Context: an optimization exercise on an open-source flow, tuned for small area and a short achievable clock period. The choices shown serve that exercise and are no tape-out recipe. Function was checked by simulation only, so behaviour that the tests miss may differ from the original. Power is estimated from default activity; no workload was simulated.

== garnet ==
## tlb_top
module tlb_top (
    input  logic         clk,
    input  logic         rst_n,
    input  logic         wen,
    input  logic [4:0]   index,
    input  logic [127:0] cp0,
    input  logic [31:0]  inst_vaddr,
    input  logic [31:0]  data_vaddr,
    output logic [39:0]  inst_result,
    output logic [39:0]  data_result,
    output logic [127:0] read_regs,
    output logic         probe_hit,
    output logic [4:0]   probe_index
);
    localparam int num_entries = 32;
    localparam int index_width = 5;
    localparam int ew          = 90;
    logic [num_entries-1:0]    loaded;
    logic [num_entries*ew-1:0] entries;
    logic [num_entries-1:0]    en;
    tlb_entry_store #(
        .num_entries (num_entries),
        .index_width (index_width),
        .ew          (ew)
    ) u_store (
        .clk       (clk),
        .rst_n     (rst_n),
        .wen       (wen),
        .index     (index),
        .cp0       (cp0),
        .loaded    (loaded),
        .entries   (entries),
        .read_regs (read_regs)
    );
    for (genvar i = 0; i < num_entries; i++)
    begin : g_en
        assign en[i] = loaded[i]
                       && (entries[i*ew + 50] || (entries[i*ew + 63 +: 8] == cp0[103:96]));
    end
    tlb_lookup_port #(
        .num_entries (num_entries),
        .ew          (ew)
    ) u_inst_port (
        .vaddr   (inst_vaddr),
        .en      (en),
        .entries (entries),
        .result  (inst_result)
    );
    tlb_lookup_port #(
        .num_entries (num_entries),
        .ew          (ew)
    ) u_data_port (
        .vaddr   (data_vaddr),
        .en      (en),
        .entries (entries),
        .result  (data_result)
    );
    tlb_probe #(
        .num_entries (num_entries),
        .index_width (index_width),
        .ew          (ew)
    ) u_probe (
        .vpn2        (cp0[127:109]),
  ...
clock: 8.0 ns
lec_check: 0
cap_margin: 20
core_margin: 2
core_utilization: 40
setup_slack_margin: 2.0
slew_margin: 20
standard.sh (not shown) runs the stock make flow with config.mk's settings and CLKGATE_MAP_FILE= SYNTH_SCRIPT=/design/flow/synth_recipe.tcl, a recipe that flattens the netlist after the stock synthesis.
==> flow/flow/run.sh <==
#!/bin/bash
set -euo pipefail
bash standard.sh MATCH_CELL_FOOTPRINT=0 \
    "BUFFER_PORTS_ARGS=-buffer_cell sky130_fd_sc_hd__buf_4" \
    finish > flow_make.log 2>&1
garnet closes out successfully: all stages finished, all timing, DRC and antenna checks passed.
[inputs] pepper vs garnet
# garnet
export LEC_CHECK = 0
export CAP_MARGIN = 20
export CORE_MARGIN = 2
export CORE_UTILIZATION = 40
export SETUP_SLACK_MARGIN = 2.0
export SLEW_MARGIN = 20
create_clock -name core_clock -period 8.0 [get_ports {clk}]
# pepper
export LEC_CHECK = 0
export CAP_MARGIN = 30
export CORE_MARGIN = 2
export CORE_UTILIZATION = 40
export CTS_BUF_LIST = sky130_fd_sc_hd__clkbuf_8
export CTS_CLUSTER_DIAMETER = 100
export CTS_CLUSTER_SIZE = 12
export SETUP_SLACK_MARGIN = 2.0
export SLEW_MARGIN = 30
create_clock -name core_clock -period 8.0 [get_ports {clk}]
==> notes.md <==
- As far as first-pass GRT wire length is concerned, garnet and pepper perform about the same.
- Between garnet and pepper, critical path depth is lower for garnet, pepper comes in above that.
- In the reports for garnet and pepper, the smaller static leakage power belongs to pepper.
- Period utilization | pepper below garnet
- Comparing garnet and pepper, register share of the cell area is lower on garnet.

========
## south
tlb_top again, from the RTL that the note above started with.
Settings: LEC_CHECK=0, CAP_MARGIN=30, CORE_MARGIN=2, CORE_UTILIZATION=40, CTS_BUF_LIST=sky130_fd_sc_hd__clkbuf_8, CTS_CLUSTER_DIAMETER=100, CTS_CLUSTER_SIZE=14, SETUP_SLACK_MARGIN=2.0, SLEW_MARGIN=30; clock period 8.0 ns.
Scripts as last shown in full above: flow/flow/run.sh
Setup changes, south to west
Settings: CAP_MARGIN: 30 -> 20; SLEW_MARGIN: 30 -> 20; CTS_CLUSTER_SIZE: 14 -> 12.
Findings:
Diff south -> west: number of iterations in the first detailed-routing pass fell 1; net switching share of the total power about even; via count rose 0.51%; hold slack rose 0.022 ns; cell area rose 2100 sq um. south finished all stages; the layout is clean. west has completed all stages; timing, DRC and antenna checks passed. Re core occupancy in the finished layout: south was lower than west. For west, the cell with the largest stage delay on the worst path was sky130_fd_sc_hd__xnor2_1, unlike south, where it was sky130_fd_sc_hd__nor4_4. Measured against each other, west and south differ in clock share of power, the lower figure coming from south. Delta (west minus south): final instance count without filler cells grew by 98, layout-stage area growth over the synthesis result grew by 1.3 points, overall power after layout grew by 0.84 mW.

## separate check: timing with driven ports
How much do the figures lean on ideal ports? The routed layouts below were timed once more, with nothing changed but the port constraints.
Step 1 (the two cells are an assumption about what drives the block):
set clk [get_ports {clk}]
set_driving_cell -lib_cell sky130_fd_sc_hd__clkbuf_16 $clk
set_driving_cell -lib_cell sky130_fd_sc_hd__buf_2 [delete_from_list [all_inputs] $clk]
Step 2 times the ports against the registers' clock, not the clock port: input delays grow and output delays shrink by t, the midpoint of the rising clock arrivals with the driver on.
Three values: no drivers, after step 1, after step 2; two values: the first two.
| run | t, ns | setup slack, ns | worst hold slack (ns) | worst setup path after step 2 | worst data-port slew with drivers (ns) |
|---|---|---|---|---|---|
| garnet | 1.107 | 1.676 / 1.469 / 1.469 | 0.467 / 0.467 / 0.467 | input to output | 0.50 |
| pepper | 1.246 | 1.716 / 1.498 / 1.498 | 0.467 / 0.392 / 0.471 | input to output | 0.53 |
| south | 1.300 | 1.709 / 1.523 / 1.523 | 0.454 / 0.368 / 0.476 | input to output | 0.51 |
| west | 1.262 | 1.679 / 1.488 / 1.488 | 0.477 / 0.397 / 0.494 | input to output | 0.49 |
After both steps setup and hold are still met in every run listed. For pepper, which loses most, drivers alone change the setup slack by -0.218 ns; drivers and shift together by -0.218 ns.
